This design comes from an exercise in tuning for small area, a short achievable clock period and few clock cycles per item on the open sky130 flow, not from production work. At most, simulation tests tie the RTL to the original design; equivalence was not proved. Function not checked in runs 1, 4 and 5: the RTL went through the layout flow alone. Power is estimated from default activity; no workload was simulated.

==> flow/design.v <==
package ex_pkg;
	typedef logic [32-1:0]     word_t;
	typedef logic [2*32-1:0]   dword_t;
	typedef logic [5-1:0] reg_addr_t;
	typedef logic [8-1:0]    aluop_t;
	typedef logic [3-1:0]   alusel_t;
	typedef enum logic [1:0] {
		UNIT_ALU,
		UNIT_MUL,
		UNIT_HI_LO_WRITE,
		UNIT_NONE
	} unit_e;
	typedef enum logic [1:0] {
		ST_IDLE,
		ST_MUL_WAIT,
		ST_ACK
	} res_state_e;
endpackage
`timescale 1ns/1ps
module ex_decode (
	input  logic [2:0] alusel_i,
	input  logic [7:0] aluop_i,
	output logic       plain_o,      
	output logic       movz_o,
	output logic       movn_o,
	output logic       addov_o,      
	output logic       hilo_rd_o,    
	output logic       mthi_o,
	output logic       mtlo_o,
	output logic       mul_o,        
	output logic       mul_hilo_o,   
	output logic       mul_wr_o      
);
	always_comb begin
		plain_o    = 1'b0;
		movz_o     = 1'b0;
		movn_o     = 1'b0;
		addov_o    = 1'b0;
		hilo_rd_o  = 1'b0;
		mthi_o     = 1'b0;
		mtlo_o     = 1'b0;
		mul_o      = 1'b0;
		mul_hilo_o = 1'b0;
		mul_wr_o   = 1'b0;
		case (alusel_i)
			3'b001: begin
				case (aluop_i)
					8'b0010_0101, 8'b0101_1010, 8'b0010_0100, 8'b0101_1001,
					8'b0010_0110, 8'b0101_1011, 8'b0010_0111, 8'b0101_1100: plain_o = 1'b1;
					default: ;
				endcase
			end
			3'b010: begin
				case (aluop_i)
					8'b0111_1100, 8'b0000_0100, 8'b0000_0010, 8'b0000_0110, 8'b0000_0011, 8'b0000_0111: plain_o = 1'b1;
					default: ;
				endcase
			end
			3'b011: begin
				case (aluop_i)
					8'b0001_0000, 8'b0001_0010: begin
						plain_o   = 1'b1;
						hilo_rd_o = 1'b1;
					end
					8'b0000_1010:           movz_o  = 1'b1;
					8'b0000_1011:           movn_o  = 1'b1;
					8'b0001_0001:           mthi_o  = 1'b1;
					8'b0001_0011:           mtlo_o  = 1'b1;
					default: ;
				endcase
			end
			3'b100: begin
				case (aluop_i)
					8'b0010_0001, 8'b0101_0110, 8'b0010_0011, 8'b0010_1010, 8'b0101_0111,
					8'b0010_1011, 8'b0101_1000, 8'b1011_0000, 8'b1011_0001: plain_o = 1'b1;
					8'b0010_0000, 8'b0101_0101, 8'b0010_0010:            addov_o = 1'b1;
					8'b0001_1000, 8'b0001_1001: begin
						mul_o      = 1'b1;
						mul_hilo_o = 1'b1;
					end
					8'b1010_1001: begin
						mul_o    = 1'b1;
						mul_wr_o = 1'b1;
					end
					default: ;
				endcase
			end
			default: ;
		endcase
	end
endmodule
`timescale 1ns/1ps
module alu_core (
	input  logic [2:0]  alusel_i,
	input  logic [7:0]  aluop_i,
	input  logic [31:0] reg1_i,
	input  logic [31:0] reg2_i,
	input  logic [31:0] hi_i,
	input  logic [31:0] lo_i,
	output logic [31:0] result_o,
	output logic        ovf_o,       
	output logic        b_zero_o     
);
	logic [7:0]  op;
	logic [31:0] a;
	logic [31:0] b;
	assign op = aluop_i;
	assign a  = reg1_i;
	assign b  = reg2_i;
	logic        sub;
	logic        slt_sel;
	logic        slt_uns;
	logic [31:0] g0, p0, r;
	logic [32:0] c;              
	logic        lt;
	assign sub     = op[6] ? (op[3] | (op[1] & op[0])) : op[1];
	assign slt_sel = op[6] ? (op[3] | (op[1] & op[0])) : op[3];
	assign slt_uns = op[6] ? op[3] : op[0];
	logic [33:0] sum_w;
	assign p0 = (a ^ b) ^ {32{sub}};
	assign g0 = '0;
	assign sum_w = {1'b0, a, 1'b1} + {1'b0, b ^ {32{sub}}, sub};
	assign c[31:0] = sum_w[32:1] ^ p0;
	assign c[32] = sum_w[33];
	assign r = p0 ^ c[31:0];
	assign ovf_o = c[31] ^ c[32];
	assign lt    = slt_uns ? ~c[32] : (r[31] ^ ovf_o);
	logic [3:0]  tt;
	logic [31:0] lres;
	always_comb begin
		case (alusel_i[1:0])
			2'b01: begin
				if (op[6]) begin
					case (op[2:0])
						3'b001:  tt = 4'b1000;   
						3'b010:  tt = 4'b1110;   
						3'b011:  tt = 4'b0110;   
						default: tt = 4'b1100;   
					endcase
				end else begin
					case (op[1:0])
						2'b00:   tt = 4'b1000;   
						2'b01:   tt = 4'b1110;   
						2'b10:   tt = 4'b0110;   
						default: tt = 4'b0001;   
					endcase
				end
			end
			2'b11:   tt = 4'b1100;               
			default: tt = 4'b1010;               
		endcase
		for (int i = 0; i < 32; i++)
			lres[i] = tt[{a[i], b[i]}];
	end
	logic        left;
	logic        fill;
	logic [4:0]  s;
	logic [4:0]  rot;
	logic [31:0] y;
	logic [31:0] ml;             
	logic [31:0] keep;
	logic [31:0] sres;
	assign left = ~op[1] & alusel_i[1] & ~alusel_i[0];
	assign s    = a[4:0];
	assign rot  = left ? (5'd0 - s) : s;
	assign fill = ~left & op[0] & b[31];
	always_comb begin
		logic [31:0] t;
		t = b;
		for (int k = 0; k < 5; k++)
			if (rot[k])
				t = (t >> (1 << k)) | (t << (32 - (1 << k)));
		y = t;
	end
	always_comb begin
		logic [31:0] m;
		m = 32'd0;
		m[0] = ~s[0];
		m[1] = 1'b1;
		for (int k = 1; k < 5; k++) begin
			logic [31:0] nm;
			nm = 32'd0;
			for (int i = 0; i < (1 << k); i++) begin
				nm[i]            = ~s[k] & m[i];
				nm[i + (1 << k)] = ~s[k] | m[i];
			end
			m = nm;
		end
		ml = m;
	end
	always_comb begin
		for (int i = 0; i < 32; i++) begin
			keep[i] = left ? ml[i] : ml[31 - i];
			sres[i] = keep[i] ? y[i] : fill;
		end
	end
	logic [31:0] cv;
	logic [7:0]  nz;         
	logic [1:0]  np [8];     
	logic [5:0]  cnt;
	logic clo;
	assign clo = op[0] & op[7] & alusel_i[2];
	assign cv  = clo ? ~a : a;
	always_comb begin
		for (int k = 0; k < 8; k++) begin
			logic [3:0] n;
			n = cv[31 - 4*k -: 4];
			nz[k] = (n == 4'd0);
			np[k] = n[3] ? 2'd0 : n[2] ? 2'd1 : n[1] ? 2'd2 : 2'd3;
		end
		cnt = 6'd32;
		for (int k = 7; k >= 0; k--)
			if (!nz[k])
				cnt = {1'b0, 3'(k), np[k]};
	end
	logic sel_lu, sel_sh, sel_add, sel_lt, sel_cnt, sel_hl;
	logic sel_hi, sel_lo;
	always_comb begin
		sel_lu  = 1'b0;
		sel_sh  = 1'b0;
		sel_add = 1'b0;
		sel_lt  = 1'b0;
		sel_cnt = 1'b0;
		sel_hl  = 1'b0;
		case (alusel_i[1:0])
			2'b01: sel_lu = 1'b1;
			2'b10: sel_sh = 1'b1;
			2'b11: begin
				if (op[4] & ~op[0])
					sel_hl = 1'b1;
				else
					sel_lu = 1'b1;
			end
			default: begin
				if (op[7]) begin
					if (op[4])
						sel_cnt = 1'b1;
					else
						sel_lu = 1'b1;
				end else if (op[4] & ~op[6])
					sel_lu = 1'b1;
				else if (slt_sel)
					sel_lt = 1'b1;
				else
					sel_add = 1'b1;
			end
		endcase
	end
	assign sel_hi = sel_hl & ~op[1];
	assign sel_lo = sel_hl & op[1];
	assign result_o = ({32{sel_lu}}  & lres) |
	                  ({32{sel_sh}}  & sres) |
	                  ({32{sel_add}} & r) |
	                  ({32{sel_hi}}  & hi_i) |
	                  ({32{sel_lo}}  & lo_i) |
	                  {26'd0, {6{sel_cnt}} & cnt} |
	                  {31'd0, sel_lt & lt};
	assign b_zero_o = (b == 32'd0);
endmodule
`timescale 1ns/1ps
module mul_iter (
	input  logic        clk,
	input  logic        busy_i,      
	input  logic        first_i,     
	input  logic        last_i,      
	input  logic        signed_i,
	input  logic [31:0] a_i,         
	input  logic [7:0]  bits_i,      
	output logic [7:0]  lo_bits_o,   
	output logic [31:0] hi_o         
);
	localparam int D = 4;            
	localparam int T = 34 + 2*D;     
	localparam logic [63:0] KSUM = (64'd1 << 33) + (64'd1 << 33) + (64'd1 << 35) +
		(64'd1 << 37) + (64'd1 << 39);
	localparam logic [T-1:0] K = T'(64'd0 - KSUM);
	logic [33:0] acc;
	logic [33:0] acc_in;
	logic [32:0] am;                  
	logic [33:0] am1;
	logic [33:0] am2;
	logic        sgn;                 
	logic        prev;                
	logic [8:0]  bw;
	always_ff @(posedge clk) begin
		if (!busy_i) begin
			am  <= {signed_i & a_i[31], a_i};
			sgn <= signed_i;
		end
		prev <= busy_i & bits_i[7];
	end
	assign am1    = {am[32], am};
	assign am2    = {am, 1'b0};
	assign acc_in = first_i ? 34'd0 : acc;
	assign bw     = {bits_i, prev};
	logic [33:0] pp  [D];
	logic [D-1:0] neg;
	always_comb begin
		for (int j = 0; j < D; j++) begin
			logic one, two;
			logic [2:0] g;
			g      = bw[2*j +: 3];
			one    = g[0] ^ g[1];
			two    = (g[2] & ~g[1] & ~g[0]) | (~g[2] & g[1] & g[0]);
			neg[j] = g[2];
			pp[j]  = ({34{one}} & am1) | ({34{two}} & am2);
			pp[j]  = pp[j] ^ {34{neg[j]}};
		end
	end
	logic corr;
	assign corr = last_i & ~sgn & bits_i[7];
	logic [T-1:0] r0, r1, r2, r3, r4, r5;
	assign r0 = {K[T-1:34], ~acc_in[33], acc_in[32:0]};
	assign r1 = T'({~pp[0][33], pp[0][32:0]});
	assign r2 = T'({~pp[1][33], pp[1][32:0]}) << 2;
	assign r3 = T'({~pp[2][33], pp[2][32:0]}) << 4;
	assign r4 = T'({~pp[3][33], pp[3][32:0]}) << 6;
	assign r5 = (T'({32{corr}} & am[31:0]) << 8) |
		T'({1'b0, neg[3], 1'b0, neg[2], 1'b0, neg[1], 1'b0, neg[0]});
	function automatic logic [2*T-1:0] csa(input logic [T-1:0] x, input logic [T-1:0] y,
			input logic [T-1:0] z);
		logic [T-1:0] s, c;
		s = x ^ y ^ z;
		c = ((x & y) | (x & z) | (y & z)) << 1;
		csa = {c, s};
	endfunction
	logic [T-1:0] s1a, c1a, s1b, c1b, s2, c2, s3, c3, tree;
	assign {c1a, s1a} = csa(r0, r1, r2);
	assign {c1b, s1b} = csa(r3, r4, r5);
	assign {c2, s2}   = csa(s1a, c1a, s1b);
	assign {c3, s3}   = csa(s2, c2, c1b);
	assign tree       = s3 + c3;
	assign lo_bits_o = tree[7:0];
	assign hi_o      = tree[39:8];
	always_ff @(posedge clk)
		acc <= tree[T-1:8];
endmodule
`timescale 1ns/1ps
module ex_result (
	input  logic        clk,
	input  logic        rst,
	input  logic        req_i,
	input  logic        plain_i,
	input  logic        movz_i,
	input  logic        movn_i,
	input  logic        addov_i,
	input  logic        hilo_rd_i,
	input  logic        mthi_i,
	input  logic        mtlo_i,
	input  logic        mul_i,
	input  logic        mul_hilo_i,
	input  logic        mul_wr_i,
	input  logic [31:0] alu_result_i,
	input  logic        alu_ovf_i,
	input  logic        b_zero_i,
	input  logic [7:0]  mul_lo_bits_i,
	input  logic [31:0] mul_hi_i,
	input  logic [31:0] reg1_i,
	input  logic [4:0]  wd_i,
	input  logic        wreg_i,
	output logic        mul_busy_o,
	output logic        mul_first_o,
	output logic        mul_last_o,
	output logic [7:0]  mul_bits_o,
	output logic [31:0] hi_o,
	output logic [31:0] lo_o,
	output logic        ack_o,
	output logic [31:0] wdata_o,
	output logic [4:0]  wd_o,
	output logic        wreg_o,
	output logic        overflow_o
);
	logic        busy;       
	logic        fg;         
	logic [1:0]  step;
	logic        last;
	logic        go;         
	logic        wb_en;
	logic [31:0] wdata_d;
	logic        hi_we;
	logic        lo_we;
	assign last        = busy & (step == 2'd3);
	assign go          = ~ack_o & req_i &
		(~busy | (~fg & ~(mul_i | hilo_rd_i | mthi_i | mtlo_i)));
	assign mul_busy_o  = busy;
	assign mul_first_o = (step == 2'd0);
	assign mul_last_o  = last;
	assign mul_bits_o  = fg ? wdata_o[7:0] : lo_o[7:0];
	assign wb_en = wreg_i & (plain_i | mul_wr_i | (movz_i & b_zero_i) |
		(movn_i & ~b_zero_i) | (addov_i & ~alu_ovf_i));
	assign wdata_d = (busy & fg) ? {mul_lo_bits_i, wdata_o[31:8]} : alu_result_i;
	assign hi_we = (go & mthi_i) | (last & ~fg);
	assign lo_we = (go & (mtlo_i | mul_hilo_i)) | (busy & ~fg);
	always_ff @(posedge clk) begin
		if (rst) begin
			ack_o <= 1'b0;
			busy  <= 1'b0;
			fg    <= 1'b0;
			step  <= 2'd0;
			hi_o  <= '0;
			lo_o  <= '0;
		end else begin
			if (ack_o) begin
				if (!req_i)
					ack_o <= 1'b0;
			end else if (go) begin
				ack_o <= ~mul_wr_i;
			end else if (last & fg) begin
				ack_o <= 1'b1;
			end
			if (busy) begin
				step <= step + 2'd1;
				if (last)
					busy <= 1'b0;
			end else if (go & mul_i) begin
				busy <= 1'b1;
				fg   <= mul_wr_i;
				step <= 2'd0;
			end
			if (hi_we)
				hi_o <= mthi_i ? reg1_i : mul_hi_i;
			if (lo_we)
				lo_o <= busy ? {mul_lo_bits_i, lo_o[31:8]} : alu_result_i;
		end
	end
	always_ff @(posedge clk) begin
		if (!ack_o)
			wdata_o <= wdata_d;
		wreg_o     <= wb_en;
		wd_o       <= wb_en ? wd_i : 5'd0;
		overflow_o <= addov_i & alu_ovf_i;
	end
endmodule
`timescale 1ns/1ps
module ex_unit (
	input  logic      clk,
	input  logic      rst,
	input  logic      req_i,
	output logic      ack_o,
	input  ex_pkg::alusel_t   alusel_i,
	input  ex_pkg::aluop_t    aluop_i,
	input  ex_pkg::word_t     reg1_i,
	input  ex_pkg::word_t     reg2_i,
	input  ex_pkg::reg_addr_t wd_i,
	input  logic      wreg_i,
	output ex_pkg::word_t     wdata_o,
	output ex_pkg::reg_addr_t wd_o,
	output logic      wreg_o,
	output logic      overflow_o
);
	logic        plain, movz, movn, addov, hilo_rd, mthi, mtlo, mul, mul_hilo, mul_wr;
	logic [31:0] alu_result;
	logic        alu_ovf;
	logic        b_zero;
	logic        mul_busy;
	logic        mul_first;
	logic        mul_last;
	logic [7:0]  mul_bits;
	logic        mul_signed;
	logic [7:0]  mul_lo_bits;
	logic [31:0] mul_hi;
	logic [31:0] hi_q;
	logic [31:0] lo_q;
	ex_decode u_decode (
		.alusel_i   (alusel_i),
		.aluop_i    (aluop_i),
		.plain_o    (plain),
		.movz_o     (movz),
		.movn_o     (movn),
		.addov_o    (addov),
		.hilo_rd_o  (hilo_rd),
		.mthi_o     (mthi),
		.mtlo_o     (mtlo),
		.mul_o      (mul),
		.mul_hilo_o (mul_hilo),
		.mul_wr_o   (mul_wr)
	);
	alu_core u_alu (
		.alusel_i (alusel_i),
		.aluop_i  (aluop_i),
		.reg1_i   (reg1_i),
		.reg2_i   (reg2_i),
		.hi_i     (hi_q),
		.lo_i     (lo_q),
		.result_o (alu_result),
		.ovf_o    (alu_ovf),
		.b_zero_o (b_zero)
	);
	assign mul_signed = ~aluop_i[0] | aluop_i[7];
	mul_iter u_mul (
		.clk       (clk),
		.busy_i    (mul_busy),
		.first_i   (mul_first),
		.last_i    (mul_last),
		.signed_i  (mul_signed),
		.a_i       (reg1_i),
		.bits_i    (mul_bits),
		.lo_bits_o (mul_lo_bits),
		.hi_o      (mul_hi)
	);
	ex_result u_result (
		.clk           (clk),
		.rst           (rst),
		.req_i         (req_i),
		.plain_i       (plain),
		.movz_i        (movz),
		.movn_i        (movn),
		.addov_i       (addov),
		.hilo_rd_i     (hilo_rd),
		.mthi_i        (mthi),
		.mtlo_i        (mtlo),
		.mul_i         (mul),
		.mul_hilo_i    (mul_hilo),
		.mul_wr_i      (mul_wr),
		.alu_result_i  (alu_result),
		.alu_ovf_i     (alu_ovf),
		.b_zero_i      (b_zero),
		.mul_lo_bits_i (mul_lo_bits),
		.mul_hi_i      (mul_hi),
		.reg1_i        (reg1_i),
		.wd_i          (wd_i),
		.wreg_i        (wreg_i),
		.mul_busy_o    (mul_busy),
		.mul_first_o   (mul_first),
		.mul_last_o    (mul_last),
		.mul_bits_o    (mul_bits),
		.hi_o          (hi_q),
		.lo_o          (lo_q),
		.ack_o         (ack_o),
		.wdata_o       (wdata_o),
		.wd_o          (wd_o),
		.wreg_o        (wreg_o),
		.overflow_o    (overflow_o)
	);
endmodule
==> flow/run.sh <==
#!/bin/bash
# synth_recipe.tcl (not shown) runs the flow's synth.tcl, then flattens the netlist and writes it again
# the make line also repeats each setting of config.mk as NAME=value (left out here)
make -C /OpenROAD-flow-scripts/flow DESIGN_CONFIG=/design/flow/config.mk WORK_HOME=/design/flow/orfs CLKGATE_MAP_FILE= SYNTH_SCRIPT=/design/flow/synth_recipe.tcl finish
==> flow/config.mk <==
export PLATFORM = sky130hd
export DESIGN_NAME = ex_unit
export DESIGN_NICKNAME = ex_unit
export VERILOG_FILES = /design/flow/design.v
export SDC_FILE = /design/flow/constraint.sdc
export NUM_CORES = 4
export LEC_CHECK = 0
export ABC_AREA = 1
export CAP_MARGIN = 20
export CORE_MARGIN = 2
export CORE_UTILIZATION = 40
export SLEW_MARGIN = 20
==> flow/constraint.sdc <==
create_clock -name core_clock -period 26.0 [get_ports {clk}]
set_input_delay 5.2000 -clock core_clock [delete_from_list [all_inputs] [get_ports {clk}]]
set_output_delay 5.2000 -clock core_clock [all_outputs]
set_load 0.01 [all_outputs]
==> metrics.log, run 1 <==
[metrics] vias in the first global route: 23,815
[metrics] cell area power density: 36.0 nW/um^2
[metrics] most numerous cell on the critical path: sky130_fd_sc_hd__a21oi_1
[metrics] Final Cell Area: 25,800 sq um
[metrics] Layout fillers: 6,197
[metrics] WP data arrival: approximately 10 ns
[metrics] Placeable Area: around 58,000 sq um
[metrics] number of buffer and inverter instances along the worst setup path: 3
[metrics] area of the die: ~61,000 sq um
[metrics] overall track demand over capacity in global routing: 0.340
[metrics] number of primary I/O pins: 124
[metrics] Main synth FF type: sky130_fd_sc_hd__dfxtp_1
[metrics] synthesis-stage register bit count: roughly 180
[metrics] number of CTS-inserted buffers: 17
[metrics] CP delay by family, top: compound AO/OA/AOI/OAI gates
[metrics] Worst-path clk slew: about 0.090 ns
[metrics] peak clock frequency supported by timing: ~0.10 GHz
[metrics] Slew HR: 0.177
[metrics] distinct cell type count of the synthesized netlist: 60
[metrics] number of buffers added for setup after CTS: 0
[metrics] static leakage: 11.8 nW
[metrics] fraction of layout cells with a size suffix above 1: 0.0428
[metrics] hold bufs inserted after CTS: 0
[metrics] routed vias: about 25,000
[metrics] number of antenna repair diodes: 0
[metrics] Initial Utilization: 0.405
[metrics] number of max-cap violations: 0
[metrics] Clock Path Buffers: 2
[metrics] Ys Warns: 6
[metrics] gate count after technology mapping: ~3,500
[metrics] final number of max-transition violations: 0
[metrics] post-synthesis instance area: 23,400 sq um
[metrics] asr flop ratio synth: 0
[metrics] Least-Margin Pin Slew: around 1.2 ns
[metrics] die boundary width: approximately 250 um
[metrics] CTS tree: done
[metrics] critical path depth: 17
[metrics] sequential area share after synthesis: 0.179
[metrics] Final nets: about 3,900
[metrics] post-detailed-route DRC marker count: 0
[metrics] post-cts resize count: 0
[metrics] Rows: 88
[metrics] drt initial violations: roughly 2,500
[metrics] final critical-path required period: 9.54 ns
[metrics] critical-path cell list: clkdlybuf4s50_1 > ha_1 > inv_1 > nand3_1 > nand2_2 > buf_4 > xor2_1 > ha_1 > a21oi_1 > o21ai_0 > a21oi_1 > o21ai_0 > or2_2 > a21oi_1 > o21ai_1 > nand2_1 > nand2_1
[metrics] final wirelength: slightly above 100,000 um
[metrics] placed instance area: around 25,000 sq um
[metrics] Clock Root Buffer: sky130_fd_sc_hd__clkbuf_16
[metrics] worst clock skew: roughly 0.017 ns
[metrics] remaining antenna violation count after routing: 0
[metrics] smallest hold slack: around 0.47 ns
[metrics] cell with the biggest individual delay on the critical path: sky130_fd_sc_hd__clkdlybuf4s50_1
[metrics] WL/cell: roughly 24 um
[metrics] antenna violations before repair: 2
[metrics] share of the clock period used by the worst path: 0.367
[metrics] number of flops mapped to enable cells by yosys: between 60 and 70
[metrics] run status: no timing/DRC/antenna violations
[metrics] peak ir drop on the vdd network: 0.0000405 V
[metrics] number of nets produced by synthesis: a little under 4,000
[metrics] growth of design area from synthesis to finish: 10.3%
[metrics] total number of clock tree sinks: between 150 and 200
[metrics] CP Data Required Time: between 20 and 30 ns
[metrics] final-layout setup total negative slack: 0 ns
[metrics] type of the worst min-delay path: flip-flop to flip-flop
[metrics] RSZ-0062 raised after global routing: no
[metrics] first-pass GRT wire length: approximately 150,000 um
[metrics] final hold violations: 0
[metrics] Worst Setup Start Kind: input pin
[metrics] y dimension of the die: 246 um
[metrics] worst skew pair latency: between 0.4 and 0.5 ns
[metrics] depth of the worst register-to-register path: 26
[metrics] Clock H-tree levels: 4
[metrics] Critical Setup Path Class: input pin to flip-flop
[metrics] peak per-stage delay on the critical path: ~0.64 ns
[metrics] kind of end point of the critical path: flip-flop
[metrics] depth of the worst hold-timing path: 2
[metrics] synthesized area divided by synthesized cell count: 6.63 sq um
[metrics] Overflow after GRT: 0
[metrics] half-perimeter wire length after placement: ~82,000 um
[metrics] Port Buf Inserts: roughly 120
[metrics] DRT Pass-1 Iters: 7
[metrics] Critical Path Fanout Max: 35
[metrics] routability cong.: roughly 1.1
[metrics] vias per inst: about 5.8
[metrics] maximum number of pins on one net before global-route repair: 69
[metrics] setup-violating endpoint count in the final report: 0
[per-stage QoR]
stage / worst slack, ns / utilization / cells / power (W)
2_1_floorplan: 17.78 / - / 3534 / 0.000511
3_3_place_gp: 16.08 / 0.436 / 4304 / 0.000645
3_5_place_dp: 16.07 / 0.436 / 4304 / 0.000643
4_1_cts: 16.58 / 0.447 / 4336 / 0.000921
5_1_grt: 16.13 / 0.447 / 4336 / 0.000967
6_report: 16.46 / 0.447 / 4336 / 0.000930
[routing by layer]
layer  wire length [um]  GRT usage
met5                  0          0
met4               7720      0.217
met3               8110     0.0454
met2              48300      0.570
met1              39500      0.409
[cell usage in the layout (no fill, tap or decap), types with 9 or more instances in the layout]
cell type,count
sky130_fd_sc_hd__a211oi_1,12
sky130_fd_sc_hd__a21o_1,14
sky130_fd_sc_hd__a21oi_1,302
sky130_fd_sc_hd__a22o_1,10
sky130_fd_sc_hd__a31oi_1,33
sky130_fd_sc_hd__buf_4,39
sky130_fd_sc_hd__clkbuf_16,17
sky130_fd_sc_hd__clkdlybuf4s50_1,122
sky130_fd_sc_hd__dfxtp_1,111
sky130_fd_sc_hd__edfxtp_1,66
sky130_fd_sc_hd__fa_1,129
sky130_fd_sc_hd__ha_1,95
sky130_fd_sc_hd__inv_1,495
sky130_fd_sc_hd__inv_2,21
sky130_fd_sc_hd__nand2_1,677
sky130_fd_sc_hd__nand3_1,205
sky130_fd_sc_hd__nand3b_1,15
sky130_fd_sc_hd__nand4_1,28
sky130_fd_sc_hd__nor2_1,272
sky130_fd_sc_hd__nor3_1,30
sky130_fd_sc_hd__nor4_1,18
sky130_fd_sc_hd__o211ai_1,38
sky130_fd_sc_hd__o21ai_0,260
sky130_fd_sc_hd__o21ai_1,64
sky130_fd_sc_hd__o21bai_1,16
sky130_fd_sc_hd__o221ai_1,9
sky130_fd_sc_hd__o22ai_1,128
sky130_fd_sc_hd__or2_1,15
sky130_fd_sc_hd__or2_2,28
sky130_fd_sc_hd__xnor2_1,19
sky130_fd_sc_hd__xor2_1,191
[final timing paths]
| check | to | startpoint | slack, ns |
|---|---|---|---|
| worst min register to register | u_result.lo_o[28]$_SDFFE_PP0P_ | u_result.lo_o[28]$_SDFFE_PP0P_ | 0.47 |
| worst max register to register | u_result.hi_o[19]$_SDFFE_PP0P_ | u_result.fg$_SDFFE_PP0P_ | 18.45 |
| worst min-delay path | u_result.lo_o[28]$_SDFFE_PP0P_ | u_result.lo_o[28]$_SDFFE_PP0P_ | 0.47 |
| worst max-delay path | u_result.wdata_o[10]$_DFFE_PN_ | aluop_i[0] | 16.46 |
[cell usage after synthesis, types with 16 or more instances]
cell type                  number  area [sq um]
sky130_fd_sc_hd__xnor2_1       19           166
sky130_fd_sc_hd__or2_2         28           175
sky130_fd_sc_hd__nor2_1       272          1020
sky130_fd_sc_hd__nor3_1        31           155
sky130_fd_sc_hd__nand3_1      205          1030
sky130_fd_sc_hd__inv_1        496          1860
sky130_fd_sc_hd__dfxtp_1      111          2220
sky130_fd_sc_hd__o21ai_0      261          1310
sky130_fd_sc_hd__ha_1          95          1190
sky130_fd_sc_hd__buf_1         21          78.8
sky130_fd_sc_hd__o21ai_1       65           325
sky130_fd_sc_hd__nor4_1        18           113
sky130_fd_sc_hd__o211ai_1      38           285
sky130_fd_sc_hd__o22ai_1      128           801
sky130_fd_sc_hd__nand2_1      677          2540
sky130_fd_sc_hd__o21bai_1      16           120
sky130_fd_sc_hd__clkbuf_1      87           327
sky130_fd_sc_hd__a31oi_1       33           206
sky130_fd_sc_hd__xor2_1       192          1680
sky130_fd_sc_hd__a21oi_1      302          1510
sky130_fd_sc_hd__fa_1         129          2580
sky130_fd_sc_hd__nand4_1       28           175
sky130_fd_sc_hd__edfxtp_1      66          1980
sky130_fd_sc_hd__inv_2         20          75.1
sky130_fd_sc_hd__buf_2         37           185
[worst min-delay path, cell delays in order (launching register included)]
cell and delay, ns:
sky130_fd_sc_hd__dfxtp_1 0.32, sky130_fd_sc_hd__nand2_1 0.06, sky130_fd_sc_hd__a21oi_1 0.05
[layout make-up]
class                      count  area (sq um)  share of cell area
multi-input combinational   2676         16600               0.641
clock buffer                  18           429              0.0166
sequential                   177          4200               0.163
timing repair buffer         162          1520              0.0588
inverter                     524          1970              0.0763
clock inverter                14           193             0.00745
tap                          765           957              0.0370
[state kept, by name (all words and copies together) (netlist names), 2 cells and up]
name	count
u_mul.acc	34
u_mul.am	33
u_result.hi_o	32
u_result.lo_o	32
u_result.step	2
u_result.wd_o	5
u_result.wdata_o	32
[kinds of logic (layout without fill, tap and decap cells)]
kind of cell | after synthesis | in the layout | share of synthesized area
AOI/OAI and AO/OA | 922 | 922 | 0.222
xor gates and xnor gates | 212 | 212 | 0.0801
adders and majority gates | 224 | 224 | 0.161
buffers and inverters | 681 | 718 | 0.115
DFF | 177 | 177 | 0.179
muxes | 3 | 3 | 0.00128
and+or+nand+nor | 1315 | 1315 | 0.241
[where the power goes]
part	internal (W)	leakage (nW)	switching [W]
logic	0.000105	9.89	0.000228
clock network	0.000140	0.302	0.000142
registers	0.000303	1.59	0.0000128
total	0.000548	11.8	0.000383
==> inputs of run 2 (changes only) <==
--- a/flow/design.v
+++ b/flow/design.v
@@ -160,7 +160,7 @@
 	logic [31:0] ml;             
 	logic [31:0] keep;
 	logic [31:0] sres;
-	assign left = ~op[1] & alusel_i[1] & ~alusel_i[0];
+	assign left = ~op[1];
 	assign s    = a[4:0];
 	assign rot  = left ? (5'd0 - s) : s;
 	assign fill = ~left & op[0] & b[31];
@@ -198,9 +198,7 @@
 	logic [7:0]  nz;         
 	logic [1:0]  np [8];     
 	logic [5:0]  cnt;
-	logic clo;
-	assign clo = op[0] & op[7] & alusel_i[2];
-	assign cv  = clo ? ~a : a;
+	assign cv = op[0] ? ~a : a;
 	always_comb begin
 		for (int k = 0; k < 8; k++) begin
 			logic [3:0] n;
@@ -214,7 +212,6 @@
 				cnt = {1'b0, 3'(k), np[k]};
 	end
 	logic sel_lu, sel_sh, sel_add, sel_lt, sel_cnt, sel_hl;
-	logic sel_hi, sel_lo;
 	always_comb begin
 		sel_lu  = 1'b0;
 		sel_sh  = 1'b0;
@@ -246,13 +243,10 @@
 			end
 		endcase
 	end
-	assign sel_hi = sel_hl & ~op[1];
-	assign sel_lo = sel_hl & op[1];
 	assign result_o = ({32{sel_lu}}  & lres) |
 	                  ({32{sel_sh}}  & sres) |
 	                  ({32{sel_add}} & r) |
-	                  ({32{sel_hi}}  & hi_i) |
-	                  ({32{sel_lo}}  & lo_i) |
+	                  ({32{sel_hl}}  & (op[1] ? lo_i : hi_i)) |
 	                  {26'd0, {6{sel_cnt}} & cnt} |
 	                  {31'd0, sel_lt & lt};
 	assign b_zero_o = (b == 32'd0);
==> flow/flow/run.sh (new file) <==
#!/bin/bash
# The standard layout, except that the port buffers are buf_2 cells
# (ORFS's default choice is a clkdlybuf4s50_1 delay cell on every port),
# and the timing repair aims for setup slack well above zero
bash standard.sh BUFFER_PORTS_ARGS="-buffer_cell sky130_fd_sc_hd__buf_2" \
	SETUP_SLACK_MARGIN=17.5 finish > standard.log 2>&1
==> flow/standard.sh (new file) <==
#!/bin/bash
# synth_recipe.tcl (not shown) runs the flow's synth.tcl, then flattens the netlist and writes it again
# the make line also repeats each setting of config.mk as NAME=value (left out here)
make -C /OpenROAD-flow-scripts/flow DESIGN_CONFIG=/design/flow/config.mk WORK_HOME=/design/flow/orfs CLKGATE_MAP_FILE= SYNTH_SCRIPT=/design/flow/synth_recipe.tcl "${@:-finish}"
removed: flow/run.sh
==> run 2 against run 1 <==
  * Wire length is 0.61% higher
  * Final area is 1.4% lower
  * Combinational power is 2% higher
  * Clock-buffer cell count stayed put
  * Fmax is 12% higher
==> metrics.log, run 2 <==
[metrics] run status: no timing/DRC/antenna violations
[metrics] distinct cell type count of the synthesized netlist: 65 (+8.3%)
[metrics] Clock Path Buffers: 2 (unchanged)
[metrics] post-synth top area cell: sky130_fd_sc_hd__fa_1
[metrics] synthesized area divided by synthesized cell count: 6.65 sq um (+0.33%)
[metrics] top flop regs: u_mul.acc (34), u_mul.am (33)
[metrics] most frequent cell after synthesis: sky130_fd_sc_hd__nand2_1
[metrics] Final nets: 3,871 (+0.13%)
[metrics] worst clock skew: 0.0150 ns (-0.00196 ns)
[metrics] number of CTS-inserted buffers: 17 (unchanged)
[metrics] Main synth FF type: sky130_fd_sc_hd__dfxtp_1
[metrics] asr flop ratio synth: 0 (unchanged)
[metrics] CP Data Required Time: 26.25 ns (about the same)
[metrics] Cell Count Post-Placement: 4,307 (+0.070%)
[metrics] Ys Warns: 6 (unchanged)
[metrics] Initial Utilization: 0.402 (-0.00330)
[metrics] final critical-path required period: 8.50 ns (-1.04 ns)
[metrics] DRT Pass-1 Iters: 7 (unchanged)
[metrics] CTS tree: done
[metrics] Critical Setup Path Class: input pin to flip-flop
[metrics] Port Buf Inserts: 123 (unchanged)
[metrics] antenna violations before repair: 0 (-2)
[metrics] share of the clock period used by the worst path: 0.327 (-0.0399)
[metrics] synthesis-stage register bit count: 177 (unchanged)
[metrics] smallest hold slack: 0.479 ns (+0.00471 ns)
[metrics] most common cell after layout, fill and taps aside: sky130_fd_sc_hd__nand2_1
[metrics] kind of end point of the critical path: flip-flop
[metrics] cell area power density: 36.7 nW/um^2 (+2.1%)
[metrics] register name with the most flops: u_mul.acc
[metrics] max FFs per register: 34 (unchanged)
[metrics] commonest non-fill, non-tap cells in the layout: sky130_fd_sc_hd__nand2_1, sky130_fd_sc_hd__inv_1, sky130_fd_sc_hd__nor2_1, sky130_fd_sc_hd__a21oi_1, sky130_fd_sc_hd__o21ai_0
[metrics] remaining antenna violation count after routing: 0 (unchanged)
[metrics] sequential area share after synthesis: 0.178 (-0.00124)
[metrics] routed vias: 25,264 (-0.23%)
[metrics] WP data arrival: 8.75 ns (-1.03 ns)
[metrics] y dimension of the die: 247 um (+0.34%)
[metrics] type of the worst min-delay path: flip-flop to flip-flop
[metrics] hold bufs inserted after CTS: 0 (unchanged)
[metrics] final hold violations: 0 (unchanged)
[metrics] RSZ-0062 raised after global routing: no
[metrics] number of flops mapped to enable cells by yosys: 66 (unchanged)
[metrics] worst skew pair latency: 0.49 ns (about the same)
[metrics] number of max-cap violations: 0 (unchanged)
[metrics] drt initial violations: 2,762 (+10%)
[metrics] final wirelength: 104,000 um (+0.61%)
[metrics] Post-synth top cells: sky130_fd_sc_hd__nand2_1, sky130_fd_sc_hd__inv_1, sky130_fd_sc_hd__nor2_1
[metrics] post-detailed-route DRC marker count: 0 (unchanged)
[metrics] Clock H-tree levels: 4 (unchanged)
[metrics] area of the die: 60,900 sq um (+0.68%)
[metrics] final-layout setup total negative slack: 0 ns (unchanged)
[metrics] vias per inst: 5.81 (-0.53%)
[metrics] peak per-stage delay on the critical path: 0.68 ns (+0.04 ns)
[metrics] Placeable Area: 58,700 sq um (+1.5%)
[metrics] final number of max-transition violations: 0 (unchanged)
[metrics] peak clock frequency supported by timing: 0.118 GHz (+12%)
[metrics] gate count after technology mapping: 3,547 (+0.37%)
[metrics] Final Worst Setup Slack: 17.50 ns (+1.04 ns)
[metrics] post-synthesis instance area: 23,600 sq um (+0.69%)
[metrics] overall track demand over capacity in global routing: 0.336 (-0.00383)
[metrics] Critical Path Source: aluop_i[0]
[metrics] top cell type's share of synthesized area: 0.109 (-0.000760)
[metrics] cell with the biggest individual delay on the critical path: sky130_fd_sc_hd__o21ai_0
[metrics] Clock Root Buffer: sky130_fd_sc_hd__clkbuf_16
[metrics] half-perimeter wire length after placement: 80,600 um (-2.2%)
[metrics] count of non-filler cells in the finished layout: 4,349 (+0.30%)
[metrics] static leakage: 11.9 nW (+1.4%)
[metrics] critical-path cell list: buf_4 > buf_12 > ha_4 > nor2_2 > nand2_4 > nand2_4 > xor2_1 > ha_1 > a21oi_1 > nand2_1 > o21ai_0 > o31ai_1 > a31oi_1 > nand3_1 > mux2_2
[metrics] final core utilization: 0.434 (-0.0130)
[metrics] vias in the first global route: 23,489 (-1.4%)
[metrics] startpoint of the worst register-to-register path: u_result.fg$_SDFFE_PP0P_
[metrics] routability cong.: 1.02 (-6.0%)
[metrics] worst slack, placed: 16.38 ns (+0.313 ns)
[metrics] Overflow after GRT: 0 (unchanged)
[metrics] fraction of layout cells with a size suffix above 1: 0.0856 (+0.0427)
[metrics] first-pass GRT wire length: 151,000 um (-1.4%)
[metrics] peak ir drop on the vdd network: 0.0000514 V (+27%)
[metrics] number of nets produced by synthesis: 3,855 (+0.34%)
[metrics] Synth area leaders: sky130_fd_sc_hd__fa_1, sky130_fd_sc_hd__nand2_1, sky130_fd_sc_hd__dfxtp_1
[metrics] number of buffer and inverter instances along the worst setup path: 2 (-1)
[metrics] Least-Margin Pin Slew: 1.05 ns (-0.179 ns)
[metrics] number of primary I/O pins: 124 (unchanged)
[metrics] Worst-path clk slew: 0.08 ns (about the same)
[metrics] total number of clock tree sinks: 177 (unchanged)
[metrics] start point of the worst hold path: u_result.lo_o[1]$_SDFFE_PP0P_
[metrics] WL/cell: 24.0 um (+0.31%)
[metrics] Worst Setup Start Kind: input pin
[metrics] Slew HR: 0.298 (+0.121)
[metrics] Rows: 89 (+1.1%)
[metrics] die boundary width: 247 um (+0.34%)
[metrics] number of antenna repair diodes: 0 (unchanged)
[metrics] setup-violating endpoint count in the final report: 0 (unchanged)
[metrics] CP delay by family, top: compound AO/OA/AOI/OAI gates
[metrics] maximum number of pins on one net before global-route repair: 79 (+14%)
[metrics] growth of design area from synthesis to finish: 8.00%
[metrics] Critical Path Fanout Max: 10 (-71%)
[metrics] most numerous cell on the critical path: sky130_fd_sc_hd__nand2_4
-- run 2: changes by cell type after synthesis, sizes merged, moves of 13 or more --
cell / before / now
nor2: 277 / 314
nand3: 205 / 180
o21ai: 330 / 316
buf: 70 / 85
o211ai: 39 / 76
a31oi: 33 / 46
-- run 2: tightest hold or removal path, delay by kind of cell (launching register included) --
family             cells  cell delay [ns]
AOI/OAI and AO/OA      1             0.06
and+or+nand+nor        1             0.06
DFF                    1             0.32
-- run 2: stage by stage --
step,area [sq um],power (W)
2_1_floorplan,23600,0.000525
3_3_place_gp,24600,0.000645
5_1_grt,25500,0.000976
6_report,25500,0.000936
3_5_place_dp,24600,0.000643
4_1_cts,25300,0.000920
-- run 2: where the power goes --
group	total, W	internal [W]	switching [W]
logic	0.000340	0.0000992	0.000241
registers	0.000318	0.000303	0.0000144
clock network	0.000279	0.000145	0.000133
total	0.000936	0.000548	0.000388
-- run 2: logic make-up (layout without fill, tap and decap cells) --
kind of cell,Yosys count,in the layout,share of synthesized area
and+or+nand+nor,1314,1316,0.235
AOI/OAI and AO/OA,929,930,0.226
buffers and inverters,682,708,0.117
adders and majority gates,224,224,0.160
xor gates and xnor gates,209,209,0.0787
DFF,177,177,0.178
muxes,12,12,0.00530
-- run 2: layer usage --
metal	global-route usage	routed length [um]	vias up
li1	-	-	11807
met1	0.414	40500	11871
met2	0.550	47800	1284
met3	0.0494	8170	302
met4	0.212	7940	0
met5	0	0	-
-- run 2: path summary, 6_finish.rpt --
check,endpoint,slack [ns],cells after the start
worst max-delay path,u_result.wdata_o[2]$_DFFE_PN_,17.50,15
worst min-delay path,u_result.lo_o[1]$_SDFFE_PP0P_,0.48,2
worst max register to register,u_result.hi_o[15]$_SDFFE_PP0P_,18.49,25
worst min register to register,u_result.lo_o[1]$_SDFFE_PP0P_,0.48,2
-- run 2: repair_timing --
item                                    in CTS  in global routing
pin swaps                                    1                  2
hold endpoints to repair                     0                  0
cloned                                       1                  4
resized for setup                           11                 24
setup buffers                                0                  5
endpoints found under the setup margin      98                 53
-- run 2: cell type report --
| type | count | area (sq um) |
|---|---|---|
| flip-flops and latches | 177 | 4200 |
| well taps | 773 | 967 |
| fillers | 6345 | 33200 |
| repair buffers | 165 | 987 |
| clock buffers | 18 | 429 |
| inverters | 511 | 1950 |
| multi-input cells | 2691 | 16800 |
| clock inverters | 14 | 173 |
Testbench counts of run 2, summed over its fixed seeds: cycles 11,588, ops 4,800.
==> inputs of run 3 (changes only) <==
--- a/flow/design.v
+++ b/flow/design.v
@@ -412,7 +412,7 @@
 				step <= 2'd0;
 			end
 			if (hi_we)
-				hi_o <= mthi_i ? reg1_i : mul_hi_i;
+				hi_o <= busy ? mul_hi_i : reg1_i;
 			if (lo_we)
 				lo_o <= busy ? {mul_lo_bits_i, lo_o[31:8]} : alu_result_i;
 		end
==> run 3 against run 2 <==
  * Largest cell class unchanged
  * Utilization fell by 0.058 points
  * First-iteration DRC count fell by 2.1%
  * Synthesized area rose by 0.88%
  * Still clean
  * Clock skew is 0.0016 ns higher
  * Synthesized cell count fell by 0.28%
  * Critical path type unchanged
==> metrics.log, run 3 <==
[metrics] worst clock skew: 0.0166 ns (+0.00162 ns)
[metrics] RSZ-0062 raised after global routing: yes
[metrics] Slew HR: 0.301 (+0.00367)
[metrics] first-pass GRT wire length: 147,000 um (-2.6%)
[metrics] Placeable Area: 58,900 sq um (+0.38%)
[metrics] most frequent cell after synthesis: sky130_fd_sc_hd__nand2_1
[metrics] WP data arrival: 8.71 ns (-0.04 ns)
[metrics] number of primary I/O pins: 124 (unchanged)
[metrics] synthesis-stage register bit count: 177 (unchanged)
[metrics] cell with the biggest individual delay on the critical path: sky130_fd_sc_hd__a41oi_1
[metrics] Clock Root Buffer: sky130_fd_sc_hd__clkbuf_16
[metrics] Ys Warns: 6 (unchanged)
[metrics] Final Power: 0.000927 W (-0.98%)
[metrics] final-layout setup total negative slack: 0 ns (unchanged)
[metrics] Overflow after GRT: 0 (unchanged)
[metrics] drt initial violations: 2,704 (-2.1%)
[metrics] peak clock frequency supported by timing: 0.118 GHz (+0.65%)
[metrics] y dimension of the die: 248 um (+0.43%)
[metrics] startpoint of the worst register-to-register path: u_result.fg$_SDFFE_PP0P_
[metrics] Synth area leaders: sky130_fd_sc_hd__fa_1, sky130_fd_sc_hd__nand2_1, sky130_fd_sc_hd__dfxtp_1
[metrics] Layout fillers: 6,336 (-0.14%)
[metrics] worst skew pair latency: 0.49 ns (about the same)
[metrics] top cell type's share of synthesized area: 0.109 (-0.000950)
[metrics] Port Buf Inserts: 123 (unchanged)
[metrics] overall track demand over capacity in global routing: 0.322 (-0.0138)
[metrics] number of max-cap violations: 0 (unchanged)
[metrics] final critical-path required period: 8.45 ns (-0.0547 ns)
[metrics] die boundary width: 248 um (+0.43%)
[metrics] peak per-stage delay on the critical path: 0.51 ns (-0.17 ns)
[metrics] post-synthesis instance area: 23,800 sq um (+0.88%)
[metrics] post-synth top area cell: sky130_fd_sc_hd__fa_1
[metrics] Clock H-tree levels: 4 (unchanged)
[metrics] fraction of layout cells with a size suffix above 1: 0.0951 (+0.00957)
[metrics] R2R Path End: u_result.hi_o[18]$_SDFFE_PP0P_
[metrics] internal reg-to-reg setup slack: 18.48 ns (about the same)
[metrics] commonest non-fill, non-tap cells in the layout: sky130_fd_sc_hd__nand2_1, sky130_fd_sc_hd__inv_1, sky130_fd_sc_hd__nor2_1, sky130_fd_sc_hd__a21oi_1, sky130_fd_sc_hd__o21ai_0
[metrics] post-detailed-route DRC marker count: 0 (unchanged)
[metrics] remaining antenna violation count after routing: 0 (unchanged)
[metrics] Worst-path clk slew: 0.08 ns (about the same)
[metrics] Least-Margin Pin Slew: 1.05 ns (-0.00521 ns)
[metrics] most numerous cell on the critical path: sky130_fd_sc_hd__nor2_1
[metrics] cell area power density: 36.3 nW/um^2 (-1.2%)
[metrics] end point of the critical path: u_result.wdata_o[18]$_DFFE_PN_
[metrics] final hold violations: 0 (unchanged)
[metrics] depth of the worst register-to-register path: 29 (+16%)
[metrics] Main synth FF type: sky130_fd_sc_hd__dfxtp_1
[metrics] top flop regs: u_mul.acc (34), u_mul.am (33)
[metrics] Final nets: 3,858 (-0.34%)
[metrics] run status: no timing/DRC/antenna violations
[metrics] most common cell after layout, fill and taps aside: sky130_fd_sc_hd__nand2_1
[metrics] Critical Setup Path Class: input pin to flip-flop
[metrics] area of the die: 61,500 sq um (+0.86%)
[metrics] total number of clock tree sinks: 177 (unchanged)
[metrics] CTS tree: done
[metrics] DRT Pass-1 Iters: 6 (-1)
[metrics] Worst Setup Start Kind: input pin
[metrics] Cell Count Post-Placement: 4,294 (-0.30%)
[metrics] critical-path cell list: buf_2 > buf_12 > ha_4 > nor2_2 > nand2_4 > nand2_4 > xor2_1 > ha_1 > nand2_1 > nor2_1 > inv_1 > nor2_1 > inv_1 > nor2_1 > nor2_1 > nand2_1 > or2_2 > nand3_1 > a41oi_1
[metrics] register name with the most flops: u_mul.acc
[metrics] Rows: 89 (unchanged)
[metrics] Initial Utilization: 0.404 (+0.00198)
[metrics] vias per inst: 5.75 (-0.98%)
[metrics] asr flop ratio synth: 0 (unchanged)
[metrics] final number of max-transition violations: 0 (unchanged)
[metrics] share of the clock period used by the worst path: 0.325 (-0.00210)
[metrics] half-perimeter wire length after placement: 77,700 um (-3.5%)
[metrics] kind of end point of the critical path: flip-flop
[metrics] number of flops mapped to enable cells by yosys: 66 (unchanged)
[metrics] final wirelength: 100,000 um (-4.0%)
[metrics] static leakage: 11.8 nW (-1.1%)
[metrics] distinct cell type count of the synthesized netlist: 69 (+6.2%)
[metrics] gate count after technology mapping: 3,537 (-0.28%)
[metrics] CP Data Required Time: 26.26 ns (about the same)
[metrics] maximum number of pins on one net before global-route repair: 72 (-8.9%)
[metrics] antenna violations before repair: 4 (+4)
[metrics] vias in the first global route: 23,192 (-1.3%)
[metrics] routed vias: 24,948 (-1.3%)
[metrics] number of nets produced by synthesis: 3,845 (-0.26%)
[metrics] type of the worst min-delay path: flip-flop to flip-flop
[metrics] max FFs per register: 34 (unchanged)
[metrics] WL/cell: 23.1 um (-3.7%)
[metrics] Post-synth top cells: sky130_fd_sc_hd__nand2_1, sky130_fd_sc_hd__inv_1, sky130_fd_sc_hd__nor2_1
[metrics] growth of design area from synthesis to finish: 7.32%
[metrics] Critical Path Fanout Max: 39 (+29)
[metrics] number of CTS-inserted buffers: 17 (unchanged)
[metrics] setup-violating endpoint count in the final report: 0 (unchanged)
[metrics] peak ir drop on the vdd network: 0.0000449 V (-13%)
[metrics] Critical Path Source: aluop_i[0]
[metrics] sequential area share after synthesis: 0.177 (-0.00155)
[metrics] synthesized area divided by synthesized cell count: 6.73 sq um (+1.2%)
[metrics] routability cong.: 1.03 (+1.1%)
[metrics] Clock Path Buffers: 2 (unchanged)
[metrics] count of non-filler cells in the finished layout: 4,337 (-0.28%)
[run 3: cell type report]
cell class,instances,area (sq um),area share
Timing Repair inverter,1,5.00,0.000196
Sequential cell,177,4210,0.165
Inverter,502,1910,0.0747
Clock buffer,18,429,0.0168
Timing Repair Buffer,162,957,0.0375
Multi-Input combinational cell,2689,16900,0.661
Tap cell,773,967,0.0379
Clock inverter,14,171,0.00671
Antenna cell,1,2.50,0.0000980
[run 3: cells by family (layout without fill, tap and decap cells)]
group / after synthesis / in the layout / share of synthesized area
compound gates: 914 / 915 / 0.223
flops: 177 / 177 / 0.177
other cells: 0 / 1 / 0
xor+xnor: 211 / 211 / 0.0783
buf+inv: 674 / 697 / 0.119
fa+ha+maj: 224 / 224 / 0.158
simple gates: 1323 / 1325 / 0.239
mux: 14 / 14 / 0.00657
[run 3: critical path: cells and delay by family]
family | cells | cell delay [ns]
buffers and inverters | 4 | 0.47
AND/OR/NAND/NOR | 11 | 1.64
XOR/XNOR | 1 | 0.19
AO/OA/AOI/OAI | 1 | 0.51
adder cells (fa/ha/maj) | 2 | 0.66
[run 3: how the worst min path moves through the flow]
| stage | startpoint | endpoint | slack [ns] | cells past startpoint |
|---|---|---|---|---|
| 2_1_floorplan | u_result.hi_o[17]$_SDFFE_PP0P_ | u_result.hi_o[17]$_SDFFE_PP0P_ | 0.44 | 2 |
| 3_3_place_gp | u_result.lo_o[17]$_SDFFE_PP0P_ | u_result.lo_o[17]$_SDFFE_PP0P_ | 0.46 | 2 |
| 3_5_place_dp | u_result.lo_o[17]$_SDFFE_PP0P_ | u_result.lo_o[17]$_SDFFE_PP0P_ | 0.46 | 2 |
| 4_1_cts | u_result.lo_o[17]$_SDFFE_PP0P_ | u_result.lo_o[17]$_SDFFE_PP0P_ | 0.47 | 2 |
| 5_1_grt | u_result.lo_o[17]$_SDFFE_PP0P_ | u_result.lo_o[17]$_SDFFE_PP0P_ | 0.49 | 2 |
| 6_report | u_result.lo_o[17]$_SDFFE_PP0P_ | u_result.lo_o[17]$_SDFFE_PP0P_ | 0.47 | 2 |
[run 3: timing repair]
item,in CTS,in global routing
pin swaps,1,2
setup buffers,0,5
gates cloned,2,2
gates resized for setup,12,15
setup endpoints to repair,69,45
hold buffers,0,0
[run 3: through the flow]
stage / worst slack [ns] / hold slack, ns / cell area (sq um) / utilization
2_1_floorplan: 17.75 / 0.443 / 23800 / -
3_3_place_gp: 16.48 / 0.455 / 24700 / 0.420
3_5_place_dp: 16.36 / 0.456 / 24700 / 0.420
4_1_cts: 17.53 / 0.469 / 25400 / 0.431
5_1_grt: 17.46 / 0.490 / 25500 / 0.434
6_report: 17.55 / 0.473 / 25500 / 0.434
[run 3: metal layers]
layer  track usage  up-vias  wire [um]
met1         0.407    11698      40100
met3        0.0422      256       7600
met2         0.519     1224      45200
met4         0.202        0       7320
li1              -    11770          -
met5             0        -          0
[run 3: power by group]
part           switching (W)  leakage (nW)  internal, W
Sequential         0.0000143          1.59     0.000304
Clock               0.000135         0.286     0.000137
Combinational       0.000236          9.93     0.000100
Testbench counts of run 3, summed over its fixed seeds: cycles 11,588, ops 4,800.
==> inputs of run 4 (changes only) <==
--- a/flow/design.v
+++ b/flow/design.v
@@ -323,7 +323,32 @@
 	assign {c1b, s1b} = csa(r3, r4, r5);
 	assign {c2, s2}   = csa(s1a, c1a, s1b);
 	assign {c3, s3}   = csa(s2, c2, c1b);
-	assign tree       = s3 + c3;
+	always_comb begin
+		logic [T-1:0] g, p, gn, pn;
+		g = s3 & c3;
+		p = s3 ^ c3;
+		for (int l = 0; l < 6; l++) begin
+			gn = g;
+			pn = p;
+			for (int i = (2 << l) - 1; i < T; i += (2 << l)) begin
+				gn[i] = g[i] | (p[i] & g[i - (1 << l)]);
+				pn[i] = p[i] & p[i - (1 << l)];
+			end
+			g = gn;
+			p = pn;
+		end
+		for (int l = 4; l >= 0; l--) begin
+			gn = g;
+			pn = p;
+			for (int i = 3 * (1 << l) - 1; i < T; i += (2 << l)) begin
+				gn[i] = g[i] | (p[i] & g[i - (1 << l)]);
+				pn[i] = p[i] & p[i - (1 << l)];
+			end
+			g = gn;
+			p = pn;
+		end
+		tree = (s3 ^ c3) ^ {g[T-2:0], 1'b0};
+	end
 	assign lo_bits_o = tree[7:0];
 	assign hi_o      = tree[39:8];
 	always_ff @(posedge clk)
==> run 4 against run 3 <==
  * Still clean
  * Combinational power barely moved
  * Sequential share of layout area rose by 0.62 points
  * Synthesized cell count fell by 6.9%
  * Die area fell by 3.9%
  * Non-clock buffer count rose by 2
  * Clock skew fell by 0.00079 ns
  * Clock-buffer cell count did not move
  * Utilization rose by 0.29 points
  * Hold slack got worse by 0.0035 ns
  * Flip-flop and latch count did not move
  * Critical endpoint is now u_result.wdata_o[0]$_DFFE_PN_
==> metrics.log, run 4 <==
[metrics] Critical Path Fanout Max: 29 (-26%)
[metrics] CTS tree: done
[metrics] Overflow after GRT: 0 (unchanged)
[metrics] Initial Utilization: 0.405 (+0.00131)
[metrics] setup-violating endpoint count in the final report: 0 (unchanged)
[metrics] peak ir drop on the vdd network: 0.0000499 V (+11%)
[metrics] most frequent cell after synthesis: sky130_fd_sc_hd__nand2_1
[metrics] Least-Margin Pin Slew: 1.02 ns (-0.0284 ns)
[metrics] peak per-stage delay on the critical path: 0.37 ns (-0.14 ns)
[metrics] Clock H-tree levels: 4 (unchanged)
[metrics] share of the clock period used by the worst path: 0.321 (-0.00372)
[metrics] clock power share: 0.300 (+0.006)
[metrics] Ys Warns: 6 (unchanged)
[metrics] number of flops mapped to enable cells by yosys: 66 (unchanged)
[metrics] drt initial violations: 2,855 (+5.6%)
[metrics] vias in the first global route: 21,986 (-5.2%)
[metrics] cell area power density: 38.0 nW/um^2 (+4.6%)
[metrics] Post-synth top cells: sky130_fd_sc_hd__nand2_1, sky130_fd_sc_hd__inv_1, sky130_fd_sc_hd__nor2_1
[metrics] design internal power: 0.000545 W (+0.70%)
[metrics] total net switching power: 0.000389 W (+0.97%)
[metrics] DRT Pass-1 Iters: 8 (+2)
[metrics] combinational fraction of design power: 0.361 (-0.002)
[metrics] type of the worst min-delay path: flip-flop to flip-flop
[metrics] number of primary I/O pins: 124 (unchanged)
[metrics] final number of max-transition violations: 0 (unchanged)
[metrics] count of non-filler cells in the finished layout: 4,084 (-5.8%)
[metrics] vias per inst: 5.77 (+0.39%)
[metrics] critical-path cell list: buf_2 > buf_8 > ha_2 > nor2_1 > nand2_2 > nand2_8 > xor2_1 > ha_1 > nand2_1 > nor2_1 > inv_1 > nor2_1 > nand3_1 > o21ai_1 > nand2_1 > nand2_1 > o21ai_0 > nand3_1 > nand3_1 > nand2_1 > nand2_1
[metrics] most common cell after layout, fill and taps aside: sky130_fd_sc_hd__nand2_1
[metrics] cell with the biggest individual delay on the critical path: sky130_fd_sc_hd__ha_1
[metrics] kind of end point of the critical path: flip-flop
[metrics] Final Worst Setup Slack: 17.65 ns (+0.0966 ns)
[metrics] distinct cell type count of the synthesized netlist: 69 (unchanged)
[metrics] number of antenna repair diodes: 0 (-1)
[metrics] overall track demand over capacity in global routing: 0.314 (-0.00752)
[metrics] synthesized area divided by synthesized cell count: 6.94 sq um (+3.1%)
[metrics] routed vias: 23,585 (-5.5%)
[metrics] fraction of layout cells with a size suffix above 1: 0.0998 (+0.00462)
[metrics] Clock Root Buffer: sky130_fd_sc_hd__clkbuf_16
[metrics] half-perimeter wire length after placement: 73,300 um (-5.7%)
[metrics] RSZ-0062 raised after global routing: yes
[metrics] worst skew pair latency: 0.48 ns (about the same)
[metrics] hold bufs inserted after CTS: 0 (unchanged)
[metrics] top cell type's share of synthesized area: 0.130 (+0.0211)
[metrics] top flop regs: u_mul.acc (34), u_mul.am (33)
[metrics] synthesis-stage register bit count: 177 (unchanged)
[metrics] y dimension of the die: 243 um (-2.0%)
[metrics] growth of design area from synthesis to finish: 7.70%
[metrics] number of max-cap violations: 0 (unchanged)
[metrics] most numerous cell on the critical path: sky130_fd_sc_hd__nand2_1
[metrics] maximum number of pins on one net before global-route repair: 84 (+17%)
[metrics] Critical Setup Path Class: input pin to flip-flop
[metrics] final-layout setup total negative slack: 0 ns (unchanged)
[metrics] post-detailed-route DRC marker count: 0 (unchanged)
[metrics] Rows: 87 (-2.2%)
[metrics] peak clock frequency supported by timing: 0.120 GHz (+1.2%)
[metrics] number of buffer and inverter instances along the worst setup path: 3 (-1)
[metrics] Placeable Area: 56,400 sq um (-4.3%)
[metrics] total number of clock tree sinks: 177 (unchanged)
[metrics] static leakage: 11.6 nW (-2.2%)
[metrics] sequential area share after synthesis: 0.184 (+0.00730)
[metrics] Cell Count Post-Placement: 4,043 (-5.8%)
[metrics] antenna violations before repair: 0 (-4)
[metrics] WL/cell: 23.0 um (-0.28%)
[metrics] Port Buf Inserts: 123 (unchanged)
[metrics] worst clock skew: 0.0158 ns (-0.000788 ns)
[metrics] Main synth FF type: sky130_fd_sc_hd__dfxtp_1
[metrics] die boundary width: 243 um (-2.0%)
[metrics] Final nets: 3,640 (-5.7%)
[metrics] first-pass GRT wire length: 140,000 um (-4.4%)
[metrics] Worst-path clk slew: 0.08 ns (about the same)
[metrics] worst slack, placed: 16.60 ns (+0.237 ns)
[metrics] Worst Setup Start Kind: input pin
[metrics] WP data arrival: 8.59 ns (-0.12 ns)
[metrics] CP Data Required Time: 26.23 ns (-0.03 ns)
[metrics] Switching Fraction: 0.417 (+0.000643)
[metrics] area of the die: 59,100 sq um (-3.9%)
[metrics] Slew HR: 0.321 (+0.0197)
[metrics] register name with the most flops: u_mul.acc
[metrics] number of nets produced by synthesis: 3,619 (-5.9%)
[metrics] commonest non-fill, non-tap cells in the layout: sky130_fd_sc_hd__nand2_1, sky130_fd_sc_hd__inv_1, sky130_fd_sc_hd__nor2_1, sky130_fd_sc_hd__nand3_1, sky130_fd_sc_hd__xor2_1
[metrics] number of CTS-inserted buffers: 17 (unchanged)
[metrics] remaining antenna violation count after routing: 0 (unchanged)
[metrics] post-synthesis instance area: 22,900 sq um (-4.0%)
[metrics] final wirelength: 94,100 um (-6.1%)
[metrics] final critical-path required period: 8.35 ns (-0.0966 ns)
[metrics] gate count after technology mapping: 3,294 (-6.9%)
[metrics] run status: no timing/DRC/antenna violations
[metrics] Synth area leaders: sky130_fd_sc_hd__fa_1, sky130_fd_sc_hd__nand2_1, sky130_fd_sc_hd__dfxtp_1
[metrics] CP delay by family, top: simple AND/OR/NAND/NOR gates
[metrics] asr flop ratio synth: 0 (unchanged)
[metrics] Clock Path Buffers: 2 (unchanged)
[metrics] routability cong.: 1.02 (-0.51%)
[metrics] post-synth top area cell: sky130_fd_sc_hd__fa_1
[metrics] max FFs per register: 34 (unchanged)
[metrics] final hold violations: 0 (unchanged)
[metrics] Reg power frac: 0.340 (-0.003)
[run 4: power by group through the flow]
stage          clock (W)  sequential [W]  combinational, W
6_report        0.000280        0.000317          0.000337
5_1_grt         0.000293        0.000318          0.000365
4_1_cts         0.000282        0.000317          0.000325
3_5_place_dp           0        0.000323          0.000322
3_3_place_gp           0        0.000323          0.000324
2_1_floorplan          0        0.000319          0.000214
[run 4: kinds of logic (layout without fill, tap and decap cells)]
group                    after synthesis  count (layout)  share of synthesized area
buffers and inverters                623             655                      0.112
AO/OA/AOI/OAI                        767             768                      0.203
flip-flops                           177             177                      0.184
multiplexers                           8               8                    0.00460
adder cells (fa/ha/maj)              241             241                      0.181
XOR/XNOR                             201             201                     0.0777
AND/OR/NAND/NOR                     1277            1278                      0.238
[run 4: cell type report]
class	instances	area [sq um]
Inverter	459	1730
Tap cell	756	946
Multi-Input combinational cell	2496	16200
Sequential cell	177	4210
Clock inverter	14	158
Fill cell	6150	31800
Clock buffer	18	439
Timing Repair Buffer	164	951
[run 4: final timing paths]
kind                                                     start                              to  slack (ns)  cells after the start
worst min register to register  u_result.lo_o[31]$_SDFFE_PP0P_  u_result.lo_o[31]$_SDFFE_PP0P_        0.47                      2
worst min-delay path            u_result.lo_o[31]$_SDFFE_PP0P_  u_result.lo_o[31]$_SDFFE_PP0P_        0.47                      2
worst max-delay path                                aluop_i[1]   u_result.wdata_o[0]$_DFFE_PN_       17.65                     21
worst max register to register        u_result.fg$_SDFFE_PP0P_  u_result.hi_o[15]$_SDFFE_PP0P_       18.07                     30
[run 4: timing repair]
item,CTS,global route
pin swaps,1,2
setup buffers,0,7
setup endpoints to repair,58,64
endpoints found under the hold margin,0,0
cloned,1,1
gates resized for setup,5,11
[run 4: worst register-to-register path, delay by kind of cell, from the launching register on]
kind / cells / cell delay (ns)
XOR/XNOR: 2 / 0.45
AO/OA/AOI/OAI: 9 / 2.19
AND/OR/NAND/NOR: 5 / 0.91
flip-flops: 1 / 0.31
buffers and inverters: 9 / 1.75
adder cells (fa/ha/maj): 5 / 2.25
[run 4: metal layers]
layer	share of wire	vias to the layer above	wire, um	track usage
met2	0.43	1259	40600	0.477
li1	-	10993	-	-
met5	0	-	0	0
met4	0.064	0	5990	0.177
met3	0.091	213	8550	0.0431
met1	0.41	11120	39000	0.430
[run 4: metrics by stage]
stage / instance area [sq um] / hold WS (ns) / power, W / utilization
floorplan: 22900 / 0.445 / 0.000533 / -
global placement: 23900 / 0.457 / 0.000647 / 0.424
detailed placement: 23900 / 0.456 / 0.000646 / 0.424
CTS: 24500 / 0.468 / 0.000924 / 0.435
global route: 24600 / 0.495 / 0.000976 / 0.436
finish: 24600 / 0.470 / 0.000934 / 0.436
==> inputs of run 5 (changes only) <==
==> flow/flow/run.sh (replaced) <==
#!/bin/bash
# The standard layout, except that the port buffers are buf_2 cells
# (ORFS's default choice is a clkdlybuf4s50_1 delay cell on every port),
# and the timing repair aims for setup slack well above zero
bash standard.sh BUFFER_PORTS_ARGS="-buffer_cell sky130_fd_sc_hd__buf_2" \
	SETUP_SLACK_MARGIN=18 finish > standard.log 2>&1
==> run 5 against run 4 <==
  * Cell count increased by 0.29%
  * Clock skew decreased by 0.00094 ns
  * Synthesized cell count is the same
  * Critical path type unchanged
  * Critical endpoint is now u_result.wdata_o[8]$_DFFE_PN_
  * Largest cell class unchanged
  * Highest routed layer is now met5
==> metrics.log, run 5 <==
[metrics] routed vias: 23,815 (+0.98%)
[metrics] fraction of layout cells with a size suffix above 1: 0.118 (+0.0182)
[metrics] placed instance area: 23,900 sq um (about the same)
[metrics] routability cong.: 1.02 (-0.70%)
[metrics] final wirelength: 95,100 um (+1.1%)
[metrics] Cell Count Post-Placement: 4,041 (-0.049%)
[metrics] synthesized area divided by synthesized cell count: 6.94 sq um (unchanged)
[metrics] post-synth top area cell: sky130_fd_sc_hd__fa_1
[metrics] distinct cell type count of the synthesized netlist: 69 (unchanged)
[metrics] depth of the worst hold-timing path: 2 (unchanged)
[metrics] final hold violations: 0 (unchanged)
[metrics] Clock Path Buffers: 2 (unchanged)
[metrics] Least-Margin Pin Slew: 1.14 ns (+0.125 ns)
[metrics] run status: no timing/DRC/antenna violations
[metrics] most numerous cell on the critical path: sky130_fd_sc_hd__nand2_1
[metrics] CTS tree: done
[metrics] Reg power frac: 0.338 (-0.002)
[metrics] kind of end point of the critical path: flip-flop
[metrics] number of flops mapped to enable cells by yosys: 66 (unchanged)
[metrics] Clock Root Buffer: sky130_fd_sc_hd__clkbuf_16
[metrics] critical-path cell list: buf_4 > ha_4 > nor2_2 > nand2_4 > nand2_8 > xor2_1 > ha_1 > a21oi_2 > nor2_1 > nor2_1 > nand2_1 > a21oi_1 > inv_1 > o21ai_0 > nand3_1 > nand2_1 > nand2_1
[metrics] Synth area leaders: sky130_fd_sc_hd__fa_1, sky130_fd_sc_hd__nand2_1, sky130_fd_sc_hd__dfxtp_1
[metrics] Placeable Area: 56,400 sq um (unchanged)
[metrics] antenna violations before repair: 2 (+2)
[metrics] number of max-cap violations: 0 (unchanged)
[metrics] most frequent cell after synthesis: sky130_fd_sc_hd__nand2_1
[metrics] Post-synth top cells: sky130_fd_sc_hd__nand2_1, sky130_fd_sc_hd__inv_1, sky130_fd_sc_hd__nor2_1
[metrics] worst clock skew: 0.0149 ns (-0.000938 ns)
[metrics] peak per-stage delay on the critical path: 0.30 ns (-0.07 ns)
[metrics] growth of design area from synthesis to finish: 9.71%
[metrics] smallest hold slack: 0.469 ns (-0.000652 ns)
[metrics] number of primary I/O pins: 124 (unchanged)
[metrics] overall track demand over capacity in global routing: 0.314 (-0.000905)
[metrics] final-layout setup total negative slack: 0 ns (unchanged)
[metrics] WP data arrival: 8.19 ns (-0.40 ns)
[metrics] CP Data Required Time: 26.23 ns (about the same)
[metrics] number of CTS-inserted buffers: 17 (unchanged)
[metrics] design internal power: 0.000553 W (+1.5%)
[metrics] Overflow after GRT: 0 (unchanged)
[metrics] maximum number of pins on one net before global-route repair: 94 (+12%)
[metrics] first-pass GRT wire length: 140,000 um (about the same)
[metrics] Final Cell Area: 25,100 sq um (+1.9%)
[metrics] register name with the most flops: u_mul.acc
[metrics] cell area power density: 37.5 nW/um^2 (-1.1%)
[metrics] remaining antenna violation count after routing: 0 (unchanged)
[metrics] clock power share: 0.287 (-0.013)
[metrics] Final Power: 0.000941 W (+0.74%)
[metrics] Clock H-tree levels: 4 (unchanged)
[metrics] total net switching power: 0.000388 W (-0.33%)
[run 5: final cells by class]
class / count / area [sq um]
diodes: 1 / 2.50
clock buffers: 20 / 458
clock inverters: 12 / 126
fillers: 6018 / 31300
inverters: 459 / 1750
multi-input cells: 2498 / 16500
flip-flops and latches: 177 / 4210
well taps: 756 / 946
repair buffers: 173 / 1110
[run 5: metrics by stage]
| stage | util | setup WS, ns |
|---|---|---|
| detailed placement | 0.424 | 16.65 |
| global placement | 0.424 | 16.71 |
| CTS | 0.437 | 17.99 |
| finish | 0.445 | 18.05 |
| floorplan | - | 18.06 |
| global route | 0.445 | 17.93 |
[run 5: logic make-up after synthesis]
| family | after synthesis | synth area share |
|---|---|---|
| buf+inv | 623 | 0.112 |
| simple gates | 1277 | 0.238 |
| flops | 177 | 0.184 |
| compound gates | 767 | 0.203 |
| xor+xnor | 201 | 0.0777 |
| mux | 8 | 0.00460 |
| fa+ha+maj | 241 | 0.181 |
[run 5: worst max-delay path: cells and delay by family]
family	cells	cell delay, ns
XOR/XNOR	1	0.18
AND/OR/NAND/NOR	9	1.23
adder cells (fa/ha/maj)	2	0.49
buffers and inverters	2	0.30
AO/OA/AOI/OAI	3	0.76
[run 5: final timing paths]
kind	start	end	slack, ns
worst max register to register	u_result.fg$_SDFFE_PP0P_	u_result.hi_o[31]$_SDFFE_PP0P_	18.36
worst max-delay path	aluop_i[1]	u_result.wdata_o[8]$_DFFE_PN_	18.05
worst min-delay path	u_result.lo_o[29]$_SDFFE_PP0P_	u_result.lo_o[29]$_SDFFE_PP0P_	0.47
worst min register to register	u_result.lo_o[29]$_SDFFE_PP0P_	u_result.lo_o[29]$_SDFFE_PP0P_	0.47
[run 5: routing by layer]
layer  vias to the layer above  part of all wire  track usage
met5                         -          0.000084            0
met4                         2             0.069        0.189
met3                       257             0.094       0.0543
met2                      1364              0.43        0.471
met1                     11182              0.41        0.420
li1                      11010                 -            -
[run 5: power groups by stage]
stage	sequential (W)	combinational (W)	clock [W]
3_3_place_gp	0.000323	0.000322	0
6_report	0.000318	0.000354	0.000270
2_1_floorplan	0.000319	0.000214	0
3_5_place_dp	0.000323	0.000322	0
4_1_cts	0.000317	0.000327	0.000272
5_1_grt	0.000318	0.000381	0.000283
[run 5: timing repair]
| action | in CTS | in global routing |
|---|---|---|
| pin swaps | 2 | 12 |
| endpoints found under the setup margin | 107 | 85 |
| gates cloned | 2 | 4 |
| setup buffers | 5 | 11 |
| resized for setup | 26 | 73 |
